From an optimization exercise on the open Yosys and OpenROAD flow, aimed at small area; shortcuts taken in it are not production practice.
RTL that was checked went through simulation tests only; none was proved equivalent to the original.
Function not checked in run 7: the RTL went through the layout flow alone.
Power and IR drop assume default switching activity.

## flow/constraint.sdc

```tcl
create_clock -name core_clock -period 8.0 [get_ports {clk}]
set_input_delay 1.6000 -clock core_clock [delete_from_list [all_inputs] [get_ports {clk}]]
set_output_delay 1.6000 -clock core_clock [all_outputs]
set_load 0.01 [all_outputs]
```

## flow/flow/run.sh

```bash
#!/bin/bash
# The standard layout (standard.sh, all steps), with these changes passed to
# the ORFS scripts through their own variables:
#  - the port buffers that buffer_ports inserts are buf_1 cells (repair_design
#    still resizes or buffers them where a net needs more drive);
#  - clock tree synthesis inserts no dummy loads, and clusters up to 25 sinks
#    within 80 um under each leaf buffer.
set -o pipefail
cp standard.sh standard_sh.log
export BUFFER_PORTS_ARGS="-buffer_cell sky130_fd_sc_hd__buf_1"
export CTS_ARGS="-sink_clustering_enable -repair_clock_nets -dont_use_dummy_load -sink_clustering_size 25 -sink_clustering_max_diameter 80"
bash standard.sh > standard.log 2>&1
```

## flow/design.v

```verilog
package mips_pkg;
  localparam int DATA_W = 32;
  localparam int ADDR_W = 5;
  localparam int CNT_W  = 16;
  localparam logic [CNT_W-1:0] CNT_MAX = 16'hFFFF;
  localparam logic [4:0] REG_ZERO = 5'd0;
  localparam logic [4:0] REG_SP   = 5'd29;
  localparam logic [4:0] REG_RA   = 5'd31;
endpackage
module regfile_rd_port #(
  parameter int DATA_W = mips_pkg::DATA_W,
  parameter int ADDR_W = mips_pkg::ADDR_W
) (
  input  logic [ADDR_W-1:0]                 addr,
  input  logic [(2**ADDR_W-1)*DATA_W-1:0]   regs,
  input  logic [2**ADDR_W-1:1]              valid,
  output logic [DATA_W-1:0]                 data
);
  localparam int NREG = 2 ** ADDR_W;
  logic [3:0]      hi;
  logic [7:0]      lo;
  logic [NREG-1:1] sel;
  for (genvar j = 0; j < 4; j++) begin : g_hi
    assign hi[j] = (addr[4:3] == j);
  end
  for (genvar k = 0; k < 8; k++) begin : g_lo
    assign lo[k] = (addr[2:0] == k);
  end
  for (genvar i = 1; i < NREG; i++) begin : g_sel
    regfile_and3 u_sel (.a({hi[i/8], lo[i%8], valid[i]}), .y(sel[i]));
  end
  for (genvar b = 0; b < DATA_W; b++) begin : g_bit
    logic [NREG-2:0] col;
    for (genvar i = 1; i < NREG; i++) begin : g_col
      assign col[i-1] = regs[(i-1)*DATA_W + b];
    end
    regfile_rd_bit u_bit (.d(col), .sel(sel), .q(data[b]));
  end
endmodule
module regfile_rd_bit (
  input  logic [30:0] d,
  input  logic [30:0] sel,
  output logic        q
);
  logic [9:0] t_n;
  logic [2:0] g;
  for (genvar k = 0; k < 10; k++) begin : g_aoi
    regfile_aoi222 u_aoi (
      .a  (d[3*k +: 3]),
      .b  (sel[3*k +: 3]),
      .y_n(t_n[k])
    );
  end
  regfile_nand4 u_g0 (.a(t_n[3:0]), .y(g[0]));
  regfile_nand4 u_g1 (.a(t_n[7:4]), .y(g[1]));
  regfile_g2    u_g2 (.t_n(t_n[9:8]), .a(d[30]), .b(sel[30]), .y(g[2]));
  regfile_or3   u_q  (.a(g), .y(q));
endmodule
module regfile_aoi222 (
  input  logic [2:0] a,
  input  logic [2:0] b,
  output logic       y_n
);
  assign y_n = ~|(a & b);
endmodule
module regfile_g2 (
  input  logic [1:0] t_n,
  input  logic       a,
  input  logic       b,
  output logic       y
);
  assign y = ~&t_n | (a & b);
endmodule
module regfile_nand4 (
  input  logic [3:0] a,
  output logic       y
);
  assign y = ~&a;
endmodule
module regfile_or3 (
  input  logic [2:0] a,
  output logic       y
);
  assign y = |a;
endmodule
module regfile_and3 (
  input  logic [2:0] a,
  output logic       y
);
  assign y = &a;
endmodule
module mips_regfile_wr #(
  parameter int DATA_W = mips_pkg::DATA_W,
  parameter int ADDR_W = mips_pkg::ADDR_W,
  parameter int BYPASS = 1
) (
  input  logic              clk,
  input  logic              rst_n,
  input  logic              wr,
  input  logic [ADDR_W-1:0] wr_addr,
  input  logic [DATA_W-1:0] wr_data,
  input  logic [ADDR_W-1:0] rd1_addr,
  output logic [DATA_W-1:0] rd1_data,
  input  logic [ADDR_W-1:0] rd2_addr,
  output logic [DATA_W-1:0] rd2_data,
  output logic              wr_ack,
  output logic [ADDR_W-1:0] wr_ack_addr,
  output logic [15:0]       wr_cnt
);
  localparam int NREG = 2 ** ADDR_W;
  wire  [(NREG-1)*DATA_W-1:0] nxt;       
  wire  [NREG-1:1]            vld_nxt;   
  logic                       commit;
  assign commit = wr && (wr_addr != '0);
  logic [3:0] whi;
  logic [7:0] wlo;
  for (genvar j = 0; j < 4; j++) begin : g_whi
    assign whi[j] = wr && (wr_addr[4:3] == j);
  end
  for (genvar k = 0; k < 8; k++) begin : g_wlo
    assign wlo[k] = (wr_addr[2:0] == k);
  end
  for (genvar i = 1; i < NREG; i++) begin : g_row
    logic              we;
    logic              we_n;
    logic [DATA_W-1:0] q;
    logic [DATA_W-1:0] q_nxt;
    logic              v;
    logic              v_nxt;
    regfile_nand2 u_we_n (.a({whi[i/8], wlo[i%8]}), .y(we_n));
    assign we = ~we_n;
    for (genvar b = 0; b < DATA_W; b++) begin : g_bit
      regfile_hold u_hold (
        .we  (we),
        .we_n(we_n),
        .d   (wr_data[b]),
        .q   (q[b]),
        .nxt (q_nxt[b])
      );
    end
    always_ff @(posedge clk) begin
      q <= q_nxt;
    end
    assign v_nxt = v | we;
    always_ff @(posedge clk or negedge rst_n) begin
      if (!rst_n)
        v <= 1'b0;
      else
        v <= v_nxt;
    end
    assign nxt[(i-1)*DATA_W +: DATA_W] = q_nxt;
    assign vld_nxt[i]                  = v_nxt;
  end
  always_ff @(posedge clk or negedge rst_n) begin
    if (!rst_n) begin
      wr_ack      <= 1'b0;
      wr_ack_addr <= '0;
      wr_cnt      <= '0;
    end else begin
      wr_ack <= commit;
      if (commit) begin
        wr_ack_addr <= wr_addr;
        if (wr_cnt != mips_pkg::CNT_MAX)
          wr_cnt <= wr_cnt + 16'd1;
      end
    end
  end
  regfile_rd_port #(
    .DATA_W(DATA_W),
    .ADDR_W(ADDR_W)
  ) u_rd1 (
    .addr    (rd1_addr),
    .regs    (nxt),
    .valid   (vld_nxt),
    .data    (rd1_data)
  );
  regfile_rd_port #(
    .DATA_W(DATA_W),
    .ADDR_W(ADDR_W)
  ) u_rd2 (
    .addr    (rd2_addr),
    .regs    (nxt),
    .valid   (vld_nxt),
    .data    (rd2_data)
  );
endmodule
module regfile_hold (
  input  logic we,
  input  logic we_n,
  input  logic d,
  input  logic q,
  output logic nxt
);
  assign nxt = (we & d) | (we_n & q);
endmodule
module regfile_nand2 (
  input  logic [1:0] a,
  output logic       y
);
  assign y = ~&a;
endmodule
```

## flow/standard.sh

```bash
#!/bin/bash
# synth_recipe.tcl (not shown) runs the flow's synth.tcl, then flattens the netlist and writes it again
# the make line also repeats each setting of config.mk as NAME=value (left out here)
make -C /OpenROAD-flow-scripts/flow DESIGN_CONFIG=/design/flow/config.mk WORK_HOME=/design/flow/orfs CLKGATE_MAP_FILE= SYNTH_SCRIPT=/design/flow/synth_recipe.tcl "${@:-finish}"
```

## flow/config.mk

```make
export PLATFORM = sky130hd
export DESIGN_NAME = mips_regfile_wr
export DESIGN_NICKNAME = mips_regfile_wr
export VERILOG_FILES = /design/flow/design.v
export SDC_FILE = /design/flow/constraint.sdc
export NUM_CORES = 4
export LEC_CHECK = 0
export CAP_MARGIN = 20
export CORE_MARGIN = 2
export CORE_UTILIZATION = 45
export SLEW_MARGIN = 20
export SYNTH_HIERARCHICAL = 1
export SYNTH_MINIMUM_KEEP_SIZE = 0
```

==> results of run 1 <==
## power breakdown
group          total [mW]  internal [mW]  switching (mW)  leakage [nW]
sequential           6.53           6.23           0.303          8.88
clock                2.85           1.12            1.73         0.616
combinational        2.22          0.846            1.37          8.80
## layer usage
metal | vias up | global-route usage (%) | part of all wire [%]
met3 | 1178 | 19.5 | 17
li1 | 15700 | - | -
met1 | 20200 | 55.7 | 35
met5 | - | 2.33 | 0.17
met4 | 18 | 30.5 | 8.3
met2 | 4515 | 62.3 | 40
## how the worst max path moves through the flow
stage | from | to | slack (ps) | cells past startpoint
final | wr_addr[0] | rd1_data[14] | 590 | 9
after global routing | wr_addr[0] | rd1_data[16] | 800 | 9
after CTS | wr_addr[0] | rd1_data[14] | 950 | 9
after detailed placement | wr_addr[0] | rd1_data[14] | 970 | 9
after global placement | wr | rd1_data[14] | 970 | 11
after floorplan | wr_addr[2] | rd1_data[0] | 2110 | 8
## state kept, by name, summed over array words and instances (netlist names)
name	cells
wr_cnt	16
g_row.v	31
wr_ack_addr	5
wr_ack	1
g_row.q	992
## layout by cell type (no fill, tap or decap), drive strengths merged, types with 2 or more instances in the layout
cell	count
inv	33
nand2b	31
buf	301
nand3	69
and3	69
nor4	5
nor2	7
nand2	111
nor2b	4
and2	2
nor3	7
nand4	132
clkbuf	56
a22o	994
nor3b	12
diode	8
and4	2
xnor2	2
a222oi	640
and3b	8
dfxtp	992
nor4b	2
xor2	10
or3	64
dfrtp	53
## cells by family after synthesis
group / Yosys count / synth area share [%]
xor+xnor: 12 / 0.265
mux: 1 / 0.0284
simple gates: 527 / 7.58
fa+ha+maj: 1 / 0.0316
buf+inv: 39 / 0.385
flops: 1045 / 53.4
compound gates: 1640 / 38.3
## worst max-delay path: cells and delay by family
kind / cells / cell delay, ps
AND/OR/NAND/NOR: 6 / 2840
buffers and inverters: 2 / 450
AO/OA/AOI/OAI: 1 / 890
## Yosys stat by module (local to each module, per instance), excerpt
| module | cells | times used |
|---|---|---|
| mips_regfile_wr | 1196 | 1 |
| regfile_and3 | 1 | 62 |
| regfile_g2 | 2 | 64 |
| regfile_nand2 | 1 | 31 |
| regfile_nand4 | 1 | 128 |
| regfile_or3 | 1 | 64 |
## through the flow
step / std cells / utilization, % / power, mW
2_1_floorplan: 3265 / - / 7.97
3_3_place_gp: 4719 / 49.5 / 8.61
3_5_place_dp: 4719 / 49.5 / 8.73
4_1_cts: 4769 / 50.9 / 11.5
5_1_grt: 4772 / 51.0 / 11.9
6_report: 4780 / 51.0 / 11.6
## cell type report
type | instances | area (sq um) | area share (%)
timing repair buffer | 307 | 1920 | 4.33
tap | 1155 | 1450 | 3.26
sequential | 1045 | 21200 | 47.7
antenna | 8 | 20.0 | 0.0451
clock buffer | 50 | 1250 | 2.82
multi-input combinational | 2181 | 18400 | 41.5
inverter | 34 | 128 | 0.288
## Yosys cell counts (3+ instances only)
cell	instances
a222oi_1	640
a22o_1	994
and3_1	67
and3b_2	6
buf_2	4
dfrtp_1	53
dfxtp_1	992
inv_1	34
nand2_1	111
nand2b_1	31
nand3_1	69
nand4_1	131
nor2_1	7
nor2b_1	4
nor3_1	6
nor3b_1	12
nor4_1	3
or3_1	64
xor2_1	10
==> results.txt, run 1 <==
yosys warns=7; fraction of layout cells with a size suffix above 1=8.52%; crit path cell chain=buf_1 > and3b_1 > nand2_2 > nand2b_1 > and3_2 > a222oi_1 > nand4_1 > or3_1 > buf_1; H-tree depth=2; max incr delay on CP=890 ps; max_cap viols=0; R2R depth=5; Design Area, Final=44,400 sq um; PwrDens=261 nW/um^2; Post-synth EDFFs=0; largest net degree at the start of global routing=54; worst reg2reg path startpoint=wr_cnt[0]; Skew-Pair Late Insertion Delay=620 ps; flop2flop setup slack=5990 ps; area of the die=90,500 sq um; # resized after CTS=0; CTS Sinks=1,045; Tcrit/Tclk final=92.6%; antenna-violating nets left=0; Root Buffer=clkbuf_16; kind of critical path=input pin to primary output; Min Hold Slack=480 ps; CP endpoint kind=primary output; Period minus WS final=7410 ps; Nets=3,670; Die Wd=301 microns; Slowest-stage cell, CP=a222oi_1; Hold WC Path Type=register to register; RSZ-0062 raised after global routing=false; top-level I/O count=136; final wirelength=214,000 microns; chip height=301 microns; DR vias=41,500; via-per-instance ratio=8.69; max frequency=0.135 GHz; Synth area leaders=dfxtp_1 (50%), a22o_1 (22%), a222oi_1 (16%); initial antenna violation count=12; static leakage=18.3 nW; DR iter-0 viols=10,700; DP Worst Slack=972 ps; max-slew violations=0; row count=108; Synth Instances=3,265; final worst slack=591 ps; dpl cell area=43,100 sq um; Seq cells post-synth=1,045; wire per inst=44.7 microns; distinct cell type count after synthesis=41; ys async rst share=5.07%; crit path DAT=5810 ps; worst hold stages=1; Longest Clk Path Bufs=3; first-pass GRT wire length=294,000 microns; crit path max fanout=32; Worst EP required=6400 ps; Setup Skew=8.37 ps; Area Growth Syn to Fin=11.9%; slew margin rel.=7.94%; register area share after synthesis=53.4%; CP most frequent cell=buf_1; peak supply drop=0.000205 V; Num CTS Buffers=50; Yosys top cell area share=50.1%; Worst setup SP type=input pin; worst r2r dst=wr_cnt[1]; status=finished clean; final number of setup-violating endpoints=0; initial core utilization=45.6%; fillers=7,711; Post-CTS Setup Bufs=0; Final Wtd Congestion=0.973; Setup TNS=0 ps; Slew @ Worst Pin=1380 ps; DP Wirelength=125,000 microns; Mapped Nets=3,316; grt total ovfl=0; Hold Path Sink=g_row[18].v; Top FF cell, synth=dfxtp_1; Final Hold Viols=0; Hold Buf Count CTS=0; DR DRC count=0; hold wc startpoint=g_row[18].v; Syn Std Cell Area=39,600 sq um; Synth area leader=dfxtp_1; first drt pass iteration count=15; Total GRT Usage=44.9%; vias in the first global route=39,700; IO buf count=135; CTS clk-pin slew, worst paths=70 ps; Core Area=87,000 sq um; CTS tree=yes; Mapped Avg Cell Area=12.1 sq um
==> run 2, diff against run 1 <==
--- a/flow/config.mk
+++ b/flow/config.mk
@@ -5,9 +5,9 @@
 export SDC_FILE = /design/flow/constraint.sdc
 export NUM_CORES = 4
 export LEC_CHECK = 0
-export CAP_MARGIN = 20
+export CAP_MARGIN = 10
 export CORE_MARGIN = 2
 export CORE_UTILIZATION = 45
-export SLEW_MARGIN = 20
+export SLEW_MARGIN = 10
 export SYNTH_HIERARCHICAL = 1
 export SYNTH_MINIMUM_KEEP_SIZE = 0
==> run 2 against run 1 <==
Global-route usage is 0.063 points higher. Combinational power about the same. First-iteration DRC count is 3.7% lower. Still clean on timing, DRC and antenna. Die area unchanged.
==> results.txt, run 2 <==
status=finished clean; Mapped Nets=3,316 (unchanged); Top FF cell, synth=dfxtp_1; max-slew violations=0 (unchanged); distinct cell type count after synthesis=41 (unchanged); DR DRC count=0 (unchanged); static leakage=18.3 nW (+0.14%); area occupied by registers=21,200 sq um (unchanged); PwrDens=262 nW/um^2 (+0.37%); Syn Std Cell Area=39,600 sq um (unchanged); crit path DAT=5770 ps (-40 ps); Net Sw Frac=29.3% (-0.035 points); synth cell count leaders=a22o_1 (994), dfxtp_1 (992), a222oi_1 (640); area of the die=90,500 sq um (unchanged); CP endpoint kind=primary output; Hold Buf Count CTS=0 (unchanged); Final Wtd Congestion=0.973 (unchanged); chip height=301 microns (unchanged); CTS clk-pin slew, worst paths=70 ps (about the same); kind of critical path=input pin to primary output; Psw=3.41 mW (+0.32%); Post-CTS Setup Bufs=0 (unchanged); leading registers by flop count=g_row.q: 992 flops, g_row.v: 31 flops, wr_cnt: 16 flops; yosys warns=7 (unchanged); fraction of layout cells with a size suffix above 1=8.46% (-0.055 points); Die Wd=301 microns (unchanged); final wirelength=213,000 microns (-0.12%); Slew @ Worst Pin=1450 ps (+73.3 ps); final number of setup-violating endpoints=0 (unchanged); IO buf count=135 (unchanged); Longest Clk Path Bufs=3 (unchanged); Root Buffer=clkbuf_16; most common cell after layout, fill and taps aside=a22o_1; max_cap viols=0 (unchanged); DP Wirelength=125,000 microns (+0.11%); Yosys top cell area share=50.1% (unchanged); Period minus WS final=7370 ps (-34.6 ps); crit path cell chain=buf_1 > and3b_1 > nand2_2 > nand2b_1 > and3_2 > a222oi_1 > nand4_1 > or3_1 > buf_1; Final Hold Viols=0 (unchanged); Num CTS Buffers=52 (+4.0%); Gate power share=19.0% (about the same); CP most frequent cell=buf_1; max frequency=0.136 GHz (+0.47%); Seq cells post-synth=1,045 (unchanged); first drt pass iteration count=17 (+2); initial core utilization=45.6% (unchanged); Multi-input gate area=18,400 sq um (about the same); Tcrit/Tclk final=92.2% (-0.43 points); slew margin rel.=3.06% (-4.9 points); DR iter-0 viols=10,300 (-3.7%); Setup TNS=0 ps (unchanged); fillers=7,647 (-0.83%); worst r2r dst=wr_cnt[1]; Synth area leader=dfxtp_1; initial antenna violation count=14 (+2); RSZ-0062 raised after global routing=false; Mapped Avg Cell Area=12.1 sq um (unchanged); crit path max fanout=32 (unchanged); Hold WC Path Type=register to register; Setup Skew=37.7 ps (+29.3 ps); CTS Sinks=1,045 (unchanged); Worst Setup EP=rd2_data[14]; via-per-instance ratio=8.67 (-0.20%); wire per inst=44.6 microns (-0.18%); Pint=8.23 mW (+0.49%); vias in the first global route=39,500 (-0.71%); Worst setup SP type=input pin; Nets=3,670 (unchanged); Largest Register=g_row.q; most frequent cells in the layout=a22o_1 (994), dfxtp_1 (992), a222oi_1 (640); top-level I/O count=136 (unchanged); H-tree depth=2 (unchanged); Total GRT Usage=44.9% (+0.063 points); Synth area leaders=dfxtp_1 (50%), a22o_1 (22%), a222oi_1 (16%); register area share after synthesis=53.4% (unchanged); Area Growth Syn to Fin=12.0% (about the same); R2R depth=5 (unchanged); flop2flop setup slack=6020 ps (+30 ps); grt total ovfl=0 (unchanged); max incr delay on CP=820 ps (-70 ps); Slowest-stage cell, CP=a222oi_1; Clk pwr share=24.9% (+0.3 points); Critical Path Start=wr_addr[0]; Reg power frac=56.1% (-0.2 points); Post-synth EDFFs=0 (unchanged); largest net degree at the start of global routing=54 (unchanged); Tot Pwr=11.6 mW (+0.44%); Core Area=87,000 sq um (unchanged); first-pass GRT wire length=294,000 microns (about the same); # resized after CTS=0 (unchanged); max FFs per register=992 (unchanged); CTS tree=yes; DR vias=41,500 (-0.14%); row count=108 (unchanged); worst reg2reg path startpoint=wr_cnt[0]; antenna-violating nets left=0 (unchanged); peak supply drop=0.000233 V (+14%); Synth Instances=3,265 (unchanged); Skew-Pair Late Insertion Delay=640 ps (+20 ps); Worst EP required=6400 ps (about the same); top-count cell post-synth=a22o_1; ys async rst share=5.07% (unchanged)
[run 2: cell counts after synthesis]
No cell type changed its count.
[run 2: stage by stage]
step	worst slack (ps)	utilization, %	cells	cell area, sq um	hold slack [ps]
floorplan	2110	-	3265	39600	438
global placement	971	49.5	4719	43000	454
finish	625	51.0	4783	44400	475
CTS	956	51.0	4772	44400	475
global route	732	51.0	4774	44400	489
detailed placement	973	49.5	4720	43100	458
[run 2: metal layers]
metal	track usage (%)	routed length, microns
met1	56.0	74800
met2	61.6	84100
met3	20.4	36700
met4	30.7	17800
met5	0	59
[run 2: cell type report]
cell class                      instances  share of cell area (%)
Multi-Input combinational cell       2181                    41.5
Timing Repair Buffer                  305                    4.27
Sequential cell                      1045                    47.7
Tap cell                             1155                    3.25
Clock buffer                           52                    2.93
Inverter                               34                   0.287
Antenna cell                           11                  0.0620
[run 2: worst max-delay path, delay by kind of cell]
| kind | cells | cell delay (ps) |
|---|---|---|
| and+or+nand+nor | 6 | 2860 |
| buffers and inverters | 2 | 450 |
| AOI/OAI and AO/OA | 1 | 820 |
[run 2: kinds of logic after synthesis]
| logic type | share of synthesized area (%) |
|---|---|
| xor+xnor | 0.265 |
| compound gates | 38.3 |
| fa+ha+maj | 0.0316 |
| buf+inv | 0.385 |
| mux | 0.0284 |
| simple gates | 7.58 |
| flops | 53.4 |
[run 2: worst min path at each step]
| stage | depth (start not counted) | from | end |
|---|---|---|---|
| 2_1_floorplan | 1 | g_row[10].v | g_row[10].v |
| 3_3_place_gp | 1 | g_row[13].v | g_row[13].v |
| 3_5_place_dp | 1 | g_row[4].v | g_row[4].v |
| 4_1_cts | 1 | g_row[4].v | g_row[4].v |
| 5_1_grt | 1 | g_row[24].v | g_row[24].v |
| 6_report | 1 | g_row[4].v | g_row[4].v |
[run 2: Yosys stat by module (local to each module, per instance), a selection]
module,area (sq um),flip-flops and latches,copies in the design
mips_regfile_wr,22100,1045,1
regfile_and3,6.26,0,62
regfile_aoi222,10.0,0,640
regfile_g2,8.76,0,64
regfile_hold,8.76,0,992
regfile_nand2,3.75,0,31
regfile_nand4,6.26,0,128
regfile_or3,6.26,0,64
[run 2: power by group through the flow]
stage          Combinational, mW  Clock [mW]  Sequential [mW]
4_1_cts                     2.11        2.88             6.52
6_report                    2.21        2.90             6.53
3_5_place_dp                2.10           0             6.63
3_3_place_gp                1.99           0             6.61
2_1_floorplan               1.41           0             6.57
5_1_grt                     2.32        3.05             6.61
==> run 3, diff against run 2 <==
--- a/flow/design.v
+++ b/flow/design.v
@@ -151,6 +151,17 @@
     assign nxt[(i-1)*DATA_W +: DATA_W] = q_nxt;
     assign vld_nxt[i]                  = v_nxt;
   end
+  logic [15:0] cnt_nxt;
+  logic [16:0] cnt_c;
+  assign cnt_c[0] = commit && !(&wr_cnt);
+  for (genvar b = 0; b < 16; b++) begin : g_cnt
+    regfile_ha u_ha (
+      .a   (wr_cnt[b]),
+      .ci  (cnt_c[b]),
+      .s   (cnt_nxt[b]),
+      .co  (cnt_c[b+1])
+    );
+  end
   always_ff @(posedge clk or negedge rst_n) begin
     if (!rst_n) begin
       wr_ack      <= 1'b0;
@@ -158,11 +169,9 @@
       wr_cnt      <= '0;
     end else begin
       wr_ack <= commit;
-      if (commit) begin
+      wr_cnt <= cnt_nxt;
+      if (commit)
         wr_ack_addr <= wr_addr;
-        if (wr_cnt != mips_pkg::CNT_MAX)
-          wr_cnt <= wr_cnt + 16'd1;
-      end
     end
   end
   regfile_rd_port #(
@@ -199,3 +208,11 @@
 );
   assign y = ~&a;
 endmodule
+module regfile_ha (
+  input  logic a,
+  input  logic ci,
+  output logic s,
+  output logic co
+);
+  assign {co, s} = a + ci;
+endmodule
--- a/flow/config.mk
+++ b/flow/config.mk
@@ -5,9 +5,9 @@
 export SDC_FILE = /design/flow/constraint.sdc
 export NUM_CORES = 4
 export LEC_CHECK = 0
-export CAP_MARGIN = 10
+export CAP_MARGIN = 20
 export CORE_MARGIN = 2
 export CORE_UTILIZATION = 45
-export SLEW_MARGIN = 10
+export SLEW_MARGIN = 20
 export SYNTH_HIERARCHICAL = 1
 export SYNTH_MINIMUM_KEEP_SIZE = 0
==> run 3 against run 2 <==
Still clean. Maximum frequency decreased by 3.3%. Routed wire length decreased by 3.9%. Count of clock-buffer cells in the layout decreased by 1. First-iteration DRC count decreased by 4.3%. Die area decreased by 0.44%. Sequential power about the same. Register-to-register slack got worse by 2100 ps. Clock power about the same. Critical endpoint is now rd1_data[11]. Largest power group unchanged.
==> results.txt, run 3 <==
status=finished clean; Hold WC Path Type=register to register; Hold Buf Count CTS=0 (unchanged); Largest Register=g_row.q; Pint=8.19 mW (-0.48%); Area Growth Syn to Fin=12.3%; Core Area=86,900 sq um (-0.16%); Mapped Avg Cell Area=12.2 sq um (+0.63%); Setup TNS=0 ps (unchanged); Num CTS Buffers=51 (-1.9%); Synth Instances=3,230 (-1.1%); DP Wirelength=122,000 microns (-2.5%); fin util=51.0% (about the same); wire per inst=43.0 microns (-3.7%); row count=108 (unchanged); CTS clk-pin slew, worst paths=70 ps (about the same); Root Buffer=clkbuf_16; most common cell after layout, fill and taps aside=a22o_1; first-pass GRT wire length=285,000 microns (-3.1%); Top FF cell, synth=dfxtp_1; grt total ovfl=0 (unchanged); Final Hold Viols=0 (unchanged); Longest Clk Path Bufs=3 (unchanged); Total GRT Usage=43.4% (-1.6 points); CTS Sinks=1,045 (unchanged); largest net degree at the start of global routing=54 (unchanged); yosys warns=7 (unchanged); Post-CTS Setup Bufs=0 (unchanged); most frequent cells in the layout=a22o_1 (995), dfxtp_1 (992), a222oi_1 (640); CTS tree=yes; crit path DAT=6020 ps (+250 ps); area of the die=90,100 sq um (-0.44%); top-level I/O count=136 (unchanged); Skew-Pair Late Insertion Delay=650 ps (about the same); Tcrit/Tclk final=95.3% (+3.1 points); peak supply drop=0.000172 V (-26%); Nets=3,679 (+0.25%); Post-synth EDFFs=0 (unchanged); Mapped Nets=3,296 (-0.60%); Worst setup SP type=input pin; crit path max fanout=20 (-38%); H-tree depth=2 (unchanged); register area share after synthesis=53.7% (+0.24 points); slew margin rel.=15.4% (+12 points); vias in the first global route=38,700 (-1.9%); Worst EP required=6400 ps (about the same); Psw=3.35 mW (-1.7%); initial core utilization=45.4% (-0.14 points); Reg power frac=56.4% (+0.3 points); Seq cells post-synth=1,045 (unchanged); Gate power share=18.7% (-0.3 points); DR vias=40,600 (-2.2%); final number of setup-violating endpoints=0 (unchanged); DR DRC count=0 (unchanged); max_cap viols=0 (unchanged); Tot Pwr=11.5 mW (-0.84%); Setup Skew=18.6 ps (-19.1 ps); via-per-instance ratio=8.50 (-1.9%); final worst slack=377 ps (-249 ps); # resized after CTS=0 (unchanged); CP endpoint kind=primary output; max frequency=0.131 GHz (-3.3%); Clk pwr share=24.9% (about the same); final wirelength=205,000 microns (-3.9%); DR iter-0 viols=9,901 (-4.3%); PwrDens=261 nW/um^2 (-0.66%); kind of critical path=input pin to primary output; Period minus WS final=7620 ps (+249 ps); top-count cell post-synth=a22o_1; static leakage=18.5 nW (+0.75%); IO buf count=135 (unchanged); Synth area leaders=dfxtp_1 (50%), a22o_1 (22%), a222oi_1 (16%); synth cell count leaders=a22o_1 (995), dfxtp_1 (992), a222oi_1 (640); Syn Std Cell Area=39,500 sq um (-0.45%); max-slew violations=0 (unchanged); distinct cell type count after synthesis=27 (-34%); Net Sw Frac=29.1% (-0.26 points); DP Worst Slack=722 ps (-251 ps); Synth area leader=dfxtp_1; fraction of layout cells with a size suffix above 1=8.42% (-0.041 points); Yosys top cell area share=50.3% (+0.23 points); initial antenna violation count=11 (-3); max FFs per register=992 (unchanged); Slew @ Worst Pin=1270 ps (-185 ps); Die Wd=300 microns (-0.22%); ys async rst share=5.07% (unchanged); first drt pass iteration count=17 (unchanged); Final Wtd Congestion=0.979 (+0.58%); RSZ-0062 raised after global routing=false; leading registers by flop count=g_row.q: 992 flops, g_row.v: 31 flops, wr_cnt: 16 flops; antenna-violating nets left=0 (unchanged); chip height=300 microns (-0.22%)
-- run 3: cell count changes after synthesis, moves of 2 or more --
cell	delta
buf_2	-2
nor4_1	-2
nand3_1	-5
o41ai_1	+2
xnor2_1	-2
nor3b_1	-2
nand2_1	-8
and3_1	-3
xor2_1	-10
inv_1	-2
nor3_1	-3
ha_1	+15
and4_1	-2
-- run 3: cells by family after synthesis --
| family | Yosys count | synth area share [%] |
|---|---|---|
| buf+inv | 36 | 0.358 |
| simple gates | 495 | 7.06 |
| fa+ha+maj | 16 | 0.507 |
| compound gates | 1638 | 38.4 |
| flops | 1045 | 53.7 |
-- run 3: power by group through the flow --
stage	logic (mW)	registers, mW	clock network, mW
CTS	2.07	6.50	2.86
global placement	1.95	6.59	0
finish	2.16	6.51	2.88
detailed placement	2.05	6.62	0
floorplan	1.38	6.55	0
global route	2.26	6.60	3.04
-- run 3: through the flow --
step                cell area [sq um]  hold WS, ps  cells
floorplan                       39500          438   3230
global placement                43000          454   4715
detailed placement              43000          457   4715
CTS                             44300          474   4766
global route                    44300          488   4766
finish                          44300          474   4770
-- run 3: layout make-up --
type                       count  area [sq um]
fill                        7576         42600
sequential                  1045         21200
multi-input combinational   2149         18200
timing repair buffer         334          2060
tap                         1155          1450
clock buffer                  51          1280
inverter                      32           120
antenna                        4          10.0
-- run 3: worst max-delay path, stage by stage --
cell and delay [ps]:
buf_1 380, nand2_1 160, nor2_1 800, nand2_2 760
nand2b_1 330, and3_2 780, buf_4 400, a222oi_1 190
nand4_1 270, or3_1 150, buf_1 160
-- run 3: modules after synthesis, one instance, submodules excluded, excerpt --
module           area [sq um]  flops+latches  cells inside
regfile_and3             6.26              0             1
regfile_g2               8.76              0             2
regfile_hold             8.76              0             1
regfile_nand2            3.75              0             1
regfile_aoi222           10.0              0             1
mips_regfile_wr         21700           1045          1145
regfile_nand4            6.26              0             1
regfile_or3              6.26              0             1
regfile_ha               12.5              0             1
-- run 3: worst paths after layout --
kind,startpoint,endpoint,slack (ps),depth (start not counted)
min in group asynchronous,rst_n,wr_cnt[3],1070,2
worst max register to register,wr_cnt[13],wr_cnt[15],3920,19
max in group asynchronous,rst_n,g_row[1].v,6430,2
worst max-delay path,wr,rd1_data[11],380,11
worst min-delay path,g_row[1].v,g_row[1].v,470,1
worst min register to register,g_row[1].v,g_row[1].v,470,1
-- run 3: metal layers --
metal  vias up  part of all wire, %  GRT usage [%]
met2      4102                   41           62.7
met1     19900                   35           53.1
met5         -                0.049              0
li1      15600                    -              -
met3       987                   16           18.2
met4        10                  8.0           27.4
==> run 4, diff against run 3 <==
--- a/flow/config.mk
+++ b/flow/config.mk
@@ -7,7 +7,7 @@
 export LEC_CHECK = 0
 export CAP_MARGIN = 20
 export CORE_MARGIN = 2
-export CORE_UTILIZATION = 45
+export CORE_UTILIZATION = 40
 export SLEW_MARGIN = 20
 export SYNTH_HIERARCHICAL = 1
 export SYNTH_MINIMUM_KEEP_SIZE = 0
==> run 4 against run 3 <==
Routed wire length decreased by 8.4%. Register-to-register slack improved by 50 ps. Combinational power about the same. Cell area decreased by 0.19%. Clock skew increased by 6.7 ps. Sequential power about the same. Critical endpoint is now rd2_data[11]. Largest power group unchanged.
==> results.txt, run 4 <==
Final Wtd Congestion=0.929 (-5.1%); most frequent cells in the layout=a22o_1 (995), dfxtp_1 (992), a222oi_1 (640); distinct cell type count after synthesis=27 (unchanged); max FFs per register=992 (unchanged); Clk pwr share=24.8% (about the same); area occupied by registers=21,200 sq um (unchanged); Slowest-stage cell, CP=nor2_1; leading registers by flop count=g_row.q: 992 flops, g_row.v: 31 flops, wr_cnt: 16 flops; most common cell after layout, fill and taps aside=a22o_1; H-tree depth=2 (unchanged); CP most frequent cell=buf_1; Num CTS Buffers=50 (-2.0%); Period minus WS final=7410 ps (-217 ps); fillers=9,161 (+21%); max incr delay on CP=820 ps (+20 ps); Post-CTS Setup Bufs=0 (unchanged); wire per inst=38.7 microns (-10%); Die Wd=318 microns (+6.0%); Yosys top cell area share=50.3% (unchanged); area of the die=101,000 sq um (+12%); CTS tree=yes; Syn Std Cell Area=39,500 sq um (unchanged); status=finished clean; max frequency=0.135 GHz (+2.9%); Multi-input gate area=18,300 sq um (+0.40%); first drt pass iteration count=12 (-5); Largest Register=g_row.q; fin cells=4,861 (+1.9%); initial antenna violation count=5 (-6); Pint=8.17 mW (-0.32%); crit path DAT=5810 ps (-210 ps); Tcrit/Tclk final=92.6% (-2.7 points); fraction of layout cells with a size suffix above 1=8.91% (+0.49 points); Setup TNS=0 ps (unchanged); # resized after CTS=0 (unchanged); Root Buffer=clkbuf_16; IO buf count=135 (unchanged); DR iter-0 viols=9,222 (-6.9%); Mapped Nets=3,296 (unchanged); peak supply drop=0.000210 V (+22%); register area share after synthesis=53.7% (unchanged); Synth Instances=3,230 (unchanged); Worst EP required=6400 ps (about the same); row count=115 (+6.5%); Hold WC Path Type=register to register; Mapped Avg Cell Area=12.2 sq um (unchanged); yosys warns=7 (unchanged); crit path max fanout=16 (-20%); Synth area leader=dfxtp_1; kind of critical path=input pin to primary output; initial core utilization=40.2% (-5.2 points); CTS Sinks=1,045 (unchanged); Reg power frac=56.6% (+0.2 points); Setup Skew=25.2 ps (+6.66 ps); vias in the first global route=36,000 (-7.1%); chip height=318 microns (+6.0%); synth cell count leaders=a22o_1 (995), dfxtp_1 (992), a222oi_1 (640); Post-synth EDFFs=0 (unchanged); Slew @ Worst Pin=1300 ps (+31.3 ps); Longest Clk Path Bufs=3 (unchanged); Top FF cell, synth=dfxtp_1; DR DRC count=0 (unchanged); antenna-violating nets left=0 (unchanged); Min Hold Slack=485 ps (+11.6 ps); fin util=45.1% (-5.9 points); CTS clk-pin slew, worst paths=80 ps (about the same); Total GRT Usage=35.1% (-8.3 points); Synth area leaders=dfxtp_1 (50%), a22o_1 (22%), a222oi_1 (16%); slew margin rel.=13.3% (-2.1 points); DP Wirelength=111,000 microns (-8.6%); static leakage=18.2 nW (-1.5%); final wirelength=188,000 microns (-8.4%); top-count cell post-synth=a22o_1; Area Growth Syn to Fin=12.1%; largest net degree at the start of global routing=54 (unchanged); ys async rst share=5.07% (unchanged); Core Area=98,100 sq um (+13%); RSZ-0062 raised after global routing=false; CP endpoint kind=primary output; final number of setup-violating endpoints=0 (unchanged); Psw=3.29 mW (-2.0%); Tot Pwr=11.5 mW (-0.80%); PwrDens=259 nW/um^2 (-0.62%); crit path cell chain=buf_1 > nand2_1 > nor2_1 > nand2_2 > buf_4 > a22o_1 > a222oi_1 > nand4_1 > or3_1 > buf_1; Placed Instances=4,807 (+2.0%); Nets=3,638 (-1.1%); Net Sw Frac=28.7% (-0.34 points); max_cap viols=0 (unchanged); Gate power share=18.6% (about the same); Final Hold Viols=0 (unchanged); DR vias=38,400 (-5.4%); first-pass GRT wire length=264,000 microns (-7.5%); Seq cells post-synth=1,045 (unchanged); Worst setup SP type=input pin; Skew-Pair Late Insertion Delay=650 ps (about the same); via-per-instance ratio=7.90 (-7.1%); grt total ovfl=0 (unchanged); Hold Buf Count CTS=0 (unchanged); top-level I/O count=136 (unchanged); max-slew violations=0 (unchanged)
==> run 4: power by group through the flow <==
stage,Combinational [mW],Sequential (mW),Clock [mW]
3_5_place_dp,2.03,6.60,0
6_report,2.13,6.49,2.84
4_1_cts,2.05,6.48,2.84
3_3_place_gp,2.00,6.59,0
2_1_floorplan,1.38,6.55,0
5_1_grt,2.25,6.58,3.01
==> run 4: critical path: cells and delay by family <==
family / cells / cell delay [ps]
compound gates: 2 / 1020
buf+inv: 3 / 910
simple gates: 5 / 2230
==> run 4: path summary, 6_finish.rpt <==
kind	start	to	slack [ps]	cells past startpoint
min in group asynchronous	rst_n	g_row[21].v	1070	2
max in group asynchronous	rst_n	wr_ack_addr[2]	6420	2
worst min-delay path	g_row[15].v	g_row[15].v	490	1
worst max register to register	wr_cnt[8]	wr_cnt[15]	3970	19
worst max-delay path	wr	rd2_data[11]	590	10
worst min register to register	g_row[15].v	g_row[15].v	490	1
==> run 4: Yosys stat by module (local to each module, per instance), excerpt <==
module,cell area [sq um],cells,flops+latches,copies in the design
regfile_or3,6.26,1,0,64
regfile_g2,8.76,2,0,64
regfile_nand4,6.26,1,0,128
regfile_hold,8.76,1,0,992
mips_regfile_wr,21700,1145,1045,1
regfile_aoi222,10.0,1,0,640
regfile_ha,12.5,1,0,16
regfile_nand2,3.75,1,0,31
regfile_and3,6.26,1,0,62
==> run 4: routing by layer <==
| metal | vias to the layer above | global-route usage [%] | share of wire (%) |
|---|---|---|---|
| met4 | 4 | 21.1 | 6.8 |
| met2 | 3405 | 47.7 | 39 |
| met5 | - | 0.804 | 0.056 |
| li1 | 15500 | - | - |
| met3 | 663 | 11.8 | 15 |
| met1 | 18800 | 47.6 | 39 |
==> run 4: area by class of cell <==
type,instances,share of cell area [%]
diodes,4,0.0226
clock buffers,50,2.83
inverters,32,0.271
multi-input cells,2149,41.4
flip-flops and latches,1045,47.9
well taps,1287,3.64
repair buffers,294,4.00
==> run 4: cells by family (layout without fill, tap and decap cells) <==
kind of cell	Yosys count	in the layout	share of synthesized area, %
AO/OA/AOI/OAI	1638	1638	38.4
flip-flops	1045	1045	53.7
AND/OR/NAND/NOR	495	495	7.06
buffers and inverters	36	376	0.358
adder cells (fa/ha/maj)	16	16	0.507
other	0	4	0
==> run 4: per-stage QoR <==
step / setup WS [ps] / cell area, sq um
final: 594 / 44200
after global routing: 575 / 44200
after CTS: 796 / 44200
after detailed placement: 804 / 43000
after global placement: 844 / 43000
after floorplan: 2020 / 39500
==> run 5, diff against run 4 <==
--- a/flow/config.mk
+++ b/flow/config.mk
@@ -7,7 +7,7 @@
 export LEC_CHECK = 0
 export CAP_MARGIN = 20
 export CORE_MARGIN = 2
-export CORE_UTILIZATION = 40
+export CORE_UTILIZATION = 50
 export SLEW_MARGIN = 20
 export SYNTH_HIERARCHICAL = 1
 export SYNTH_MINIMUM_KEEP_SIZE = 0
==> run 5 against run 4 <==
Critical endpoint is now rd2_data[25]. Largest power group unchanged. Critical path type unchanged. Still clean. Hold slack got worse by 10 ps. Combinational power increased by 2%. Clock skew decreased by 19 ps.
==> results.txt, run 5 <==
Tcrit/Tclk final=95.4% (+2.9 points); R2R depth=19 (unchanged); Seq cells post-synth=1,045 (unchanged); Area Growth Syn to Fin=12.1% (about the same); chip height=285 microns (-10%); CP endpoint kind=primary output; Period minus WS final=7630 ps (+228 ps); leading registers by flop count=g_row.q: 992 flops, g_row.v: 31 flops, wr_cnt: 16 flops; Mapped Avg Cell Area=12.2 sq um (unchanged); crit path DAT=6030 ps (+220 ps); peak supply drop=0.000196 V (-6.3%); Post-synth EDFFs=0 (unchanged); DR DRC count=0 (unchanged); yosys warns=7 (unchanged); Largest Register=g_row.q; DR iter-0 viols=10,900 (+18%); flop2flop setup slack=4050 ps (+80 ps); most common cell after layout, fill and taps aside=a22o_1; Syn Std Cell Area=39,500 sq um (unchanged); H-tree depth=2 (unchanged); antenna-violating nets left=0 (unchanged); CTS tree=yes; worst reg2reg path startpoint=wr_cnt[14]; Synth area leader=dfxtp_1; static leakage=18.5 nW (+1.7%); Setup Skew=6.02 ps (-19.2 ps); top-count cell post-synth=a22o_1; Psw=3.38 mW (+2.9%); PwrDens=262 nW/um^2 (+1.1%); Top FF cell, synth=dfxtp_1; Core Area=78,600 sq um (-20%); Hold Path Sink=g_row[17].v; initial core utilization=50.2% (+10 points); crit path max fanout=21 (+5); Yosys top cell area share=50.3% (unchanged); wire per inst=47.0 microns (+21%); grt total ovfl=0 (unchanged); Hold Buf Count CTS=0 (unchanged); final worst slack=366 ps (-228 ps); Worst setup SP type=input pin; max frequency=0.131 GHz (-3.0%); hold wc startpoint=g_row[17].v; IO buf count=135 (unchanged); via-per-instance ratio=8.90 (+13%); max-slew violations=0 (unchanged); DR vias=41,700 (+8.6%); Net Sw Frac=29.2% (+0.53 points); Setup TNS=0 ps (unchanged); Root Buffer=clkbuf_16; first drt pass iteration count=14 (+2); Num CTS Buffers=51 (+2.0%); CTS Sinks=1,045 (unchanged); Synth area leaders=dfxtp_1 (50%), a22o_1 (22%), a222oi_1 (16%); DP Wirelength=130,000 microns (+16%); Final Hold Viols=0 (unchanged); Skew-Pair Late Insertion Delay=670 ps (+20 ps); top-level I/O count=136 (unchanged); Gate power share=18.9% (+0.3 points); vias in the first global route=39,600 (+10%); register area share after synthesis=53.7% (unchanged); worst hold stages=1 (unchanged); final number of setup-violating endpoints=0 (unchanged); Mapped Nets=3,296 (unchanged); first-pass GRT wire length=301,000 microns (+14%); Pint=8.19 mW (+0.32%); RSZ-0062 raised after global routing=false; ys async rst share=5.07% (unchanged); Final Wtd Congestion=0.989 (+6.4%); fillers=6,608 (-28%); fraction of layout cells with a size suffix above 1=8.26% (-0.65 points); fin cells=4,684 (-3.6%); Total GRT Usage=51.6% (+17 points); CTS clk-pin slew, worst paths=60 ps (-20 ps); DP Worst Slack=770 ps (-33.7 ps); status=finished clean; area of the die=81,200 sq um (-20%); # resized after CTS=0 (unchanged); Die Wd=285 microns (-10%); initial antenna violation count=18 (+13); Longest Clk Path Bufs=3 (unchanged); Reg power frac=56.2% (-0.4 points); largest net degree at the start of global routing=54 (unchanged); distinct cell type count after synthesis=27 (unchanged); row count=103 (-10%); Clk pwr share=24.9% (about the same); Post-CTS Setup Bufs=0 (unchanged); synth cell count leaders=a22o_1 (995), dfxtp_1 (992), a222oi_1 (640); slew margin rel.=12.1% (-1.2 points); Synth Instances=3,230 (unchanged); kind of critical path=input pin to primary output; Slew @ Worst Pin=1320 ps (+17.9 ps); Placed Instances=4,618 (-3.9%); Worst EP required=6400 ps (about the same); Hold WC Path Type=register to register; max FFs per register=992 (unchanged); most frequent cells in the layout=a22o_1 (995), dfxtp_1 (992), a222oi_1 (640); worst r2r dst=wr_cnt[15]; Nets=3,687 (+1.3%); final wirelength=220,000 microns (+17%); max_cap viols=0 (unchanged)
==> run 5: cell counts after synthesis <==
No cell type changed its count.
==> run 5: cell type report <==
cell class | instances | area (sq um) | area share, %
flip-flops and latches | 1045 | 21200 | 47.9
repair buffers | 342 | 2100 | 4.75
clock buffers | 51 | 1280 | 2.88
well taps | 1050 | 1310 | 2.97
inverters | 32 | 120 | 0.272
diodes | 15 | 37.5 | 0.0848
multi-input cells | 2149 | 18200 | 41.2
==> run 5: kinds of logic after synthesis <==
kind of cell / after synthesis / synth area share, %
buf+inv: 36 / 0.358
flops: 1045 / 53.7
compound gates: 1638 / 38.4
fa+ha+maj: 16 / 0.507
simple gates: 495 / 7.06
==> run 5: routing by layer <==
layer | track usage [%] | share of wire (%) | vias up
li1 | - | - | 15600
met1 | 59.8 | 33 | 20000
met2 | 72.5 | 40 | 4702
met3 | 24.2 | 17 | 1388
met4 | 42.1 | 10 | 16
met5 | 1.80 | 0.12 | -
==> run 5: modules after synthesis (local to each module, per instance), a selection <==
module           cells inside  cell area (sq um)  copies in the design
regfile_ha                  1               12.5                    16
regfile_and3                1               6.26                    62
mips_regfile_wr          1145              21700                     1
regfile_nand2               1               3.75                    31
regfile_g2                  2               8.76                    64
regfile_hold                1               8.76                   992
regfile_nand4               1               6.26                   128
==> run 5: worst max-delay path by stage <==
stage | end | depth (start not counted) | slack [ps] | start
5_1_grt | rd2_data[31] | 10 | 450 | wr
6_report | rd2_data[25] | 10 | 370 | wr
3_3_place_gp | rd2_data[31] | 10 | 850 | wr
4_1_cts | rd2_data[31] | 10 | 750 | wr
2_1_floorplan | rd1_data[0] | 8 | 2020 | wr_addr[2]
3_5_place_dp | rd2_data[31] | 10 | 770 | wr
==> run 5: worst max-delay path, cell delays in order <==
cell and delay (ps):
buf_1 370, nor3b_1 760, nand2_1 750, nand2b_1 330, and3_1 790, buf_4 600
a222oi_1 240, nand4_1 110, or3_1 220, buf_1 210
==> run 5: power groups by stage <==
stage	clock network, mW	registers [mW]	logic [mW]
floorplan	0	6.55	1.38
detailed placement	0	6.61	2.06
global placement	0	6.60	1.96
global route	3.04	6.59	2.27
CTS	2.84	6.50	2.08
finish	2.88	6.51	2.18
==> run 5: per-stage QoR <==
step / cell area [sq um] / total power [mW] / util, % / hold slack (ps)
after global routing: 44200 / 11.9 / 56.3 / 491
final: 44200 / 11.6 / 56.3 / 475
after CTS: 44200 / 11.4 / 56.2 / 471
after detailed placement: 42900 / 8.67 / 54.6 / 458
after floorplan: 39500 / 7.93 / - / 438
after global placement: 42900 / 8.56 / 54.6 / 453
==> run 6, diff against run 5 <==
--- a/flow/config.mk
+++ b/flow/config.mk
@@ -7,7 +7,7 @@
 export LEC_CHECK = 0
 export CAP_MARGIN = 20
 export CORE_MARGIN = 2
-export CORE_UTILIZATION = 50
+export CORE_UTILIZATION = 35
 export SLEW_MARGIN = 20
 export SYNTH_HIERARCHICAL = 1
 export SYNTH_MINIMUM_KEEP_SIZE = 0
==> run 6 against run 5 <==
Highest routed layer unchanged. Final cell count is 8.1% higher. Die area is 42% higher. Worst setup slack better by 380 ps. Largest power group unchanged. Critical endpoint is now rd2_data[6].
==> results.txt, run 6 <==
R2R depth=19 (unchanged); most common cell after layout, fill and taps aside=a22o_1; max-slew violations=0 (unchanged); Hold Buf Count CTS=0 (unchanged); Synth Instances=3,230 (unchanged); register area share after synthesis=53.7% (unchanged); initial antenna violation count=9 (-9); Seq cells post-synth=1,045 (unchanged); area of the die=115,000 sq um (+42%); max frequency=0.138 GHz (+5.2%); largest net degree at the start of global routing=54 (unchanged); Period minus WS final=7260 ps (-379 ps); Setup TNS=0 ps (unchanged); Hold WC Path Type=register to register; DP Wirelength=115,000 microns (-11%); flop2flop setup slack=3970 ps (-80 ps); worst r2r dst=wr_cnt[15]; Area Growth Syn to Fin=12.5%; CTS clk-pin slew, worst paths=70 ps (about the same); Mapped Nets=3,296 (unchanged); Slew @ Worst Pin=1290 ps (-30.2 ps); DR iter-0 viols=9,739 (-11%); grt total ovfl=0 (unchanged); yosys warns=7 (unchanged); CTS tree=yes; leading registers by flop count=g_row.q: 992 flops, g_row.v: 31 flops, wr_cnt: 16 flops; Num CTS Buffers=51 (unchanged); antenna-violating nets left=0 (unchanged); # resized after CTS=0 (unchanged); Synth area leaders=dfxtp_1 (50%), a22o_1 (22%), a222oi_1 (16%); Largest Register=g_row.q; Setup Skew=38.5 ps (+32.5 ps); ys async rst share=5.07% (unchanged); status=finished clean; Skew-Pair Late Insertion Delay=690 ps (+20 ps); Min Hold Slack=482 ps (+6.69 ps); Tcrit/Tclk final=90.7% (-4.7 points); Final Wtd Congestion=0.928 (-6.2%); RSZ-0062 raised after global routing=false; final wirelength=187,000 microns (-15%); row count=123 (+19%); kind of critical path=input pin to primary output; Core Area=112,000 sq um (+43%); Yosys top cell area share=50.3% (unchanged); DP Worst Slack=830 ps (+59.4 ps); max_cap viols=0 (unchanged); Worst setup SP type=input pin; Worst EP required=6400 ps (about the same); fin util=39.6% (-17 points); Longest Clk Path Bufs=3 (unchanged); crit path DAT=5660 ps (-370 ps); fraction of layout cells with a size suffix above 1=8.62% (+0.36 points); initial core utilization=35.2% (-15 points); Hold Path Sink=g_row[28].v; fin cells=5,062 (+8.1%); static leakage=18.2 nW (-1.7%); DR DRC count=0 (unchanged); top-count cell post-synth=a22o_1; Synth area leader=dfxtp_1; crit path max fanout=22 (+4.8%); worst reg2reg path startpoint=wr_cnt[14]; Root Buffer=clkbuf_16; distinct cell type count after synthesis=27 (unchanged); CP endpoint kind=primary output; vias in the first global route=36,000 (-9.2%); PwrDens=258 nW/um^2 (-1.2%); hold wc startpoint=g_row[28].v; H-tree depth=2 (unchanged); final worst slack=745 ps (+379 ps); worst hold stages=1 (unchanged); Mapped Avg Cell Area=12.2 sq um (unchanged); Post-synth EDFFs=0 (unchanged); Post-CTS Setup Bufs=0 (unchanged); DR vias=38,400 (-7.9%); Top FF cell, synth=dfxtp_1; max FFs per register=992 (unchanged); synth cell count leaders=a22o_1 (995), dfxtp_1 (992), a222oi_1 (640); Final Hold Viols=0 (unchanged); Die Wd=340 microns (+19%); peak supply drop=0.000183 V (-6.7%); Nets=3,628 (-1.6%); wire per inst=37.0 microns (-21%); slew margin rel.=14.1% (+2.0 points); most frequent cells in the layout=a22o_1 (995), dfxtp_1 (992), a222oi_1 (640); IO buf count=135 (unchanged); via-per-instance ratio=7.58 (-15%); first drt pass iteration count=15 (+1); first-pass GRT wire length=263,000 microns (-13%); chip height=340 microns (+19%); Syn Std Cell Area=39,500 sq um (unchanged); Total GRT Usage=30.6% (-21 points); fillers=10,700 (+61%); final number of setup-violating endpoints=0 (unchanged); top-level I/O count=136 (unchanged); Placed Instances=5,009 (+8.5%); CTS Sinks=1,045 (unchanged)
[run 6: changes by cell type in the layout (fill, tap and decap cells not counted), sizes merged]
| cell | before | now |
|---|---|---|
| buf | 341 | 279 |
| clkbuf | 52 | 55 |
| diode | 15 | 2 |
[run 6: per-layer routing]
metal,share of wire [%],GRT usage (%)
met5,0.058,0.163
met4,6.4,17.7
met3,15,10.1
met2,40,41.9
met1,39,41.6
[run 6: power by group]
part | internal (mW) | switching [mW] | leakage, nW
logic | 0.826 | 1.29 | 8.66
registers | 6.22 | 0.268 | 8.89
clock network | 1.14 | 1.73 | 0.628
total | 8.19 | 3.29 | 18.2
[run 6: cell type report]
type / count / area, sq um / area share [%]
sequential: 1045 / 21200 / 47.7
multi-input combinational: 2149 / 18300 / 41.2
tap: 1500 / 1880 / 4.22
timing repair buffer: 283 / 1660 / 3.74
clock buffer: 51 / 1280 / 2.87
inverter: 32 / 120 / 0.270
antenna: 2 / 5.00 / 0.0113
[run 6: kinds of logic (layout without fill, tap and decap cells)]
logic type                 Yosys count  count (layout)  share of synthesized area [%]
AOI/OAI and AO/OA                 1638            1638                           38.4
adders and majority gates           16              16                          0.507
buffers and inverters               36             366                          0.358
DFF                               1045            1045                           53.7
other                                0               2                              0
and+or+nand+nor                    495             495                           7.06
[run 6: per-module statistics from Yosys, one instance, submodules excluded, a selection]
| module | flops+latches | cell area [sq um] |
|---|---|---|
| regfile_nand4 | 0 | 6.26 |
| regfile_and3 | 0 | 6.26 |
| regfile_nand2 | 0 | 3.75 |
| regfile_ha | 0 | 12.5 |
| mips_regfile_wr | 1045 | 21700 |
| regfile_g2 | 0 | 8.76 |
| regfile_hold | 0 | 8.76 |
| regfile_aoi222 | 0 | 10.0 |
| regfile_or3 | 0 | 6.26 |
[run 6: through the flow]
step / instance area (sq um) / power [mW]
floorplan: 39500 / 7.93
global placement: 43100 / 8.58
detailed placement: 43100 / 8.63
CTS: 44400 / 11.4
global route: 44400 / 11.9
finish: 44400 / 11.5
[run 6: worst max path at each step]
stage | start | endpoint | depth (start not counted)
after CTS | wr_addr[1] | rd1_data[6] | 12
final | wr_addr[1] | rd2_data[6] | 12
after global placement | wr_addr[1] | rd1_data[6] | 12
after global routing | wr_addr[1] | rd1_data[6] | 12
after floorplan | wr_addr[2] | rd1_data[0] | 8
after detailed placement | wr_addr[1] | rd1_data[6] | 12
[run 6: worst max-delay path, cell delays in order]
cell      delay (ps)
buf_1            410
nor3b_1          110
buf_4            180
nand2_2          500
buf_4            340
inv_1            290
buf_4            310
a22o_1           280
a222oi_1         410
nand4_1          500
or3_1            530
buf_1            150
==> run 7, diff against run 6 <==
==> flow/design.v (replaced) <==
package mips_pkg;
  localparam int DATA_W = 32;
  localparam int ADDR_W = 5;
  localparam int CNT_W  = 16;
  localparam logic [CNT_W-1:0] CNT_MAX = 16'hFFFF;
  localparam logic [4:0] REG_ZERO = 5'd0;
  localparam logic [4:0] REG_SP   = 5'd29;
  localparam logic [4:0] REG_RA   = 5'd31;
endpackage
module regfile_rd_port #(
  parameter int DATA_W = mips_pkg::DATA_W,
  parameter int ADDR_W = mips_pkg::ADDR_W,
  parameter int BYPASS = 1
) (
  input  logic [ADDR_W-1:0] addr,
  input  logic [DATA_W-1:0] stored,
  input  logic              wr_en,
  input  logic [ADDR_W-1:0] wr_addr,
  input  logic [DATA_W-1:0] wr_data,
  output logic [DATA_W-1:0] data
);
  logic hit;
  assign hit = (BYPASS != 0) && wr_en
            && (addr == wr_addr);
  always_comb begin
    data = stored;
    if (hit)
      data = wr_data;
    if (addr == '0)
      data = '0;
  end
endmodule
module mips_regfile_wr #(
  parameter int DATA_W = mips_pkg::DATA_W,
  parameter int ADDR_W = mips_pkg::ADDR_W,
  parameter int BYPASS = 1
) (
  input  logic              clk,
  input  logic              rst_n,
  input  logic              wr,
  input  logic [ADDR_W-1:0] wr_addr,
  input  logic [DATA_W-1:0] wr_data,
  input  logic [ADDR_W-1:0] rd1_addr,
  output logic [DATA_W-1:0] rd1_data,
  input  logic [ADDR_W-1:0] rd2_addr,
  output logic [DATA_W-1:0] rd2_data,
  output logic              wr_ack,
  output logic [ADDR_W-1:0] wr_ack_addr,
  output logic [15:0]       wr_cnt
);
  localparam int NREG = 2 ** ADDR_W;
  logic [DATA_W-1:0] regs [NREG];
  logic              commit;
  assign commit = wr && (wr_addr != '0);
  always_ff @(posedge clk or negedge rst_n) begin
    if (!rst_n) begin
      for (int i = 0; i < NREG; i++)
        regs[i] <= '0;
    end else if (commit) begin
      regs[wr_addr] <= wr_data;
    end
  end
  always_ff @(posedge clk or negedge rst_n) begin
    if (!rst_n) begin
      wr_ack      <= 1'b0;
      wr_ack_addr <= '0;
      wr_cnt      <= '0;
    end else begin
      wr_ack <= commit;
      if (commit) begin
        wr_ack_addr <= wr_addr;
        if (wr_cnt != mips_pkg::CNT_MAX)
          wr_cnt <= wr_cnt + 16'd1;
      end
    end
  end
  regfile_rd_port #(
    .DATA_W(DATA_W),
    .ADDR_W(ADDR_W),
    .BYPASS(BYPASS)
  ) u_rd1 (
    .addr    (rd1_addr),
    .stored  (regs[rd1_addr]),
    .wr_en   (commit),
    .wr_addr (wr_addr),
    .wr_data (wr_data),
    .data    (rd1_data)
  );
  regfile_rd_port #(
    .DATA_W(DATA_W),
    .ADDR_W(ADDR_W),
    .BYPASS(BYPASS)
  ) u_rd2 (
    .addr    (rd2_addr),
    .stored  (regs[rd2_addr]),
    .wr_en   (commit),
    .wr_addr (wr_addr),
    .wr_data (wr_data),
    .data    (rd2_data)
  );
endmodule
==> flow/run.sh (new file) <==
#!/bin/bash
# synth_recipe.tcl (not shown) runs the flow's synth.tcl, then flattens the netlist and writes it again
# the make line also repeats each setting of config.mk as NAME=value (left out here)
make -C /OpenROAD-flow-scripts/flow DESIGN_CONFIG=/design/flow/config.mk WORK_HOME=/design/flow/orfs CLKGATE_MAP_FILE= SYNTH_SCRIPT=/design/flow/synth_recipe.tcl finish
--- a/flow/config.mk
+++ b/flow/config.mk
@@ -7,7 +7,5 @@
 export LEC_CHECK = 0
 export CAP_MARGIN = 20
 export CORE_MARGIN = 2
-export CORE_UTILIZATION = 35
+export CORE_UTILIZATION = 30
 export SLEW_MARGIN = 20
-export SYNTH_HIERARCHICAL = 1
-export SYNTH_MINIMUM_KEEP_SIZE = 0
removed: flow/flow/run.sh
removed: flow/standard.sh
==> run 7 against run 6 <==
Still clean. Area after synthesis grew 32%. Cell area up 39%. Count of clock-buffer cells in the layout up 96. Core utilization decreased by 3.9 points. Clock skew down 32 ps. Die area grew 54%. Critical path depth fell by 1. Clock power grew 99%.
==> results.txt, run 7 <==
antenna-violating nets left=0 (unchanged); Core Area=173,000 sq um (+55%); Largest Register=regs; Mapped Nets=4,651 (+41%); Setup Skew=6.24 ps (-32.3 ps); crit path max fanout=23 (+4.5%); Final Wtd Congestion=1.01 (+8.4%); Final Hold Viols=0 (unchanged); Worst EP required=6400 ps (about the same); chip height=421 microns (+24%); DR vias=48,900 (+27%); final wirelength=290,000 microns (+55%); Clk pwr share=37.5% (+13 points); RSZ-0062 raised after global routing=false; register area share after synthesis=48.5% (-5.1 points); most frequent cells in the layout=dfrtp_1 (1,014), mux2_2 (985), a22oi_1 (573); IO buf count=135 (unchanged); ys async rst share=100% (+95 points); static leakage=27.4 nW (+51%); fillers=17,200 (+62%); Synth area leaders=dfrtp_1 (49%), mux2_2 (21%), a22oi_1 (8.2%); PwrDens=247 nW/um^2 (-4.4%); yosys warns=4 (-3); max_cap viols=0 (unchanged); Setup TNS=0 ps (unchanged); Pint=10.7 mW (+30%); fin cells=7,114 (+41%); leading registers by flop count=regs: 992 flops, wr_cnt: 16 flops, wr_ack_addr: 5 flops; first drt pass iteration count=9 (-6); Top FF cell, synth=dfrtp_1; Post-CTS Setup Bufs=0 (unchanged); fraction of layout cells with a size suffix above 1=34.5% (+26 points); H-tree depth=3 (+1); crit path DAT=6180 ps (+520 ps); Seq cells post-synth=1,014 (-3.0%); Worst setup SP type=input pin; Synth Instances=4,600 (+42%); Root Buffer=clkbuf_16; max-slew violations=0 (unchanged); Slew @ Worst Pin=1350 ps (+65.9 ps); initial core utilization=30.1% (-5.0 points); grt total ovfl=0 (unchanged); initial antenna violation count=28 (+19); vias in the first global route=46,500 (+29%); Yosys top cell area share=48.5% (-1.8 points); slew margin rel.=9.53% (-4.6 points); CP endpoint kind=primary output; Mapped Avg Cell Area=11.4 sq um (-7.0%); most common cell after layout, fill and taps aside=dfrtp_1; Post-synth EDFFs=0 (unchanged); synth cell count leaders=dfrtp_1 (1,014), mux2_2 (985), a22oi_1 (573); first-pass GRT wire length=394,000 microns (+50%); max frequency=0.128 GHz (-6.8%); CTS tree=yes; Hold WC Path Type=register to register; Skew-Pair Late Insertion Delay=760 ps (+70 ps); Net Sw Frac=30.3% (+1.6 points); Syn Std Cell Area=52,300 sq um (+32%); top-count cell post-synth=dfrtp_1; final number of setup-violating endpoints=0 (unchanged); distinct cell type count after synthesis=69 (+160%); Period minus WS final=7780 ps (+530 ps); peak supply drop=0.000196 V (+6.9%); Psw=4.62 mW (+40%); via-per-instance ratio=6.88 (-9.3%); Synth area leader=dfrtp_1; max FFs per register=992 (unchanged); DR iter-0 viols=9,589 (-1.5%); CTS Sinks=1,014 (-3.0%); Gate power share=15.6% (-2.9 points); Total GRT Usage=31.5% (+0.99 points); status=finished clean; Num CTS Buffers=110 (+120%); Nets=4,717 (+30%); CTS clk-pin slew, worst paths=60 ps (about the same); largest net degree at the start of global routing=170 (+210%); Hold Buf Count CTS=0 (unchanged); top-level I/O count=136 (unchanged); Die Wd=421 microns (+24%); wire per inst=40.8 microns (+10%); Tcrit/Tclk final=97.3% (+6.6 points); Longest Clk Path Bufs=3 (unchanged); row count=153 (+24%); DP Wirelength=176,000 microns (+53%); Placed Instances=6,876 (+37%); Reg power frac=46.9% (-9.6 points); Area Growth Syn to Fin=18.3%; DR DRC count=0 (unchanged); area of the die=178,000 sq um (+54%); # resized after CTS=0 (unchanged); kind of critical path=input pin to primary output
==> run 7: changes by cell type after synthesis, moves of 93 or more <==
cell       change
a222oi_1     -637
clkbuf_1     +328
a22oi_1      +573
a22o_1       -988
and3_1       +332
dfxtp_1      -992
nand2_1       +97
mux2_2       +985
a2111oi_0    +128
nor2_1        +93
dfrtp_1      +961
==> run 7: cells by family after synthesis <==
| group | Yosys count | synth area share (%) |
|---|---|---|
| AO/OA/AOI/OAI | 966 | 13.8 |
| flip-flops | 1014 | 48.5 |
| multiplexers | 1001 | 21.6 |
| AND/OR/NAND/NOR | 1116 | 11.9 |
| adder cells (fa/ha/maj) | 1 | 0.0239 |
| XOR/XNOR | 23 | 0.385 |
| buffers and inverters | 479 | 3.75 |
==> run 7: metal layers <==
metal	global-route usage [%]	up-vias	share of wire, %
met2	43.5	4895	40
met1	39.1	24600	36
li1	-	17900	-
met3	12.8	1620	14
met4	23.9	21	9.6
met5	0	-	0.068
==> run 7: worst paths after layout <==
path	startpoint	end	slack [ps]	cells past startpoint
setup / recovery	rd2_addr[2]	rd2_data[12]	220	11
hold / removal	wr_ack_addr[2]	wr_ack_addr[2]	480	2
setup reg to reg	wr_cnt[4]	wr_cnt[7]	5780	6
hold reg to reg	wr_ack_addr[2]	wr_ack_addr[2]	480	2
max in group asynchronous	rst_n	regs[15][22]	5440	2
min in group asynchronous	rst_n	wr_ack	870	1
==> run 7: area by class of cell <==
type | count | area (sq um) | area share (%)
antenna | 29 | 72.6 | 0.117
clock buffer | 147 | 3130 | 5.07
clock inverter | 59 | 847 | 1.37
inverter | 5 | 18.8 | 0.0304
multi-input combinational | 3107 | 25600 | 41.4
sequential | 1014 | 25400 | 41.0
tap | 2325 | 2910 | 4.70
timing repair buffer | 428 | 3880 | 6.27
==> run 7: power groups by stage <==
stage               combinational [mW]  sequential (mW)  clock [mW]
global route                      2.50             7.22        5.94
floorplan                         1.38             6.74           0
detailed placement                2.33             7.16           0
finish                            2.39             7.16        5.72
CTS                               2.34             7.08        5.73
global placement                  2.28             7.14           0
==> run 7: metrics by stage <==
stage	setup WS [ps]	power (mW)	utilization (%)	area, sq um	hold slack [ps]
final	215	15.3	35.7	61800	477
after global routing	286	15.7	35.6	61800	524
after CTS	576	15.1	35.6	61800	486
after detailed placement	587	9.49	33.3	57800	472
after global placement	584	9.42	33.3	57800	474
after floorplan	2960	8.12	-	52300	473
==> run 7: worst max-delay path, stage by stage <==
cell	delay (ps)
clkdlybuf4s50_1	610
buf_4	300
and3_1	260
buf_4	350
and3_1	290
a2111oi_0	630
nand4_1	160
nor4_1	1110
buf_4	270
o21ai_1	70
clkdlybuf4s50_1	480

separate check: timing with driven ports:
How much do the figures lean on ideal ports? The routed layouts below were timed once more, with nothing changed but the port constraints.
Step 1 sets driving cells, clkbuf_16 on the clock port and buf_2 on the other inputs (assumed; they add their load-dependent delay and slew).
Step 2 moves the port delays by t, midway between the first and last clock arrival at a register: inputs arrive t later, outputs are due t later. That takes back most of the time a late clock gives input paths.
Three values: no drivers, after step 1, after step 2; two values: the first two.
| run | shift t [ns] | setup WS [ns] | cell pins on the clock port's net |
|---|---|---|---|
| run 1 | 0.713 | 0.591 / 0.565 / 0.565 | 1 |
| run 2 | 0.711 | 0.625 / 0.602 / 0.602 | 1 |
| run 3 | 0.736 | 0.377 / 0.341 / 0.341 | 1 |
| run 4 | 0.722 | 0.594 / 0.484 / 0.484 | 1 |
| run 5 | 0.733 | 0.366 / 0.337 / 0.337 | 1 |
| run 6 | 0.722 | 0.745 / 0.723 / 0.723 | 1 |
| run 7 | 0.855 | 0.215 / 0.170 / 0.170 | 1 |
After both steps setup and hold are still met in every run listed. The setup slack of run 4, which loses most, moves by -0.110 ns with the drivers and by -0.110 ns with both steps.
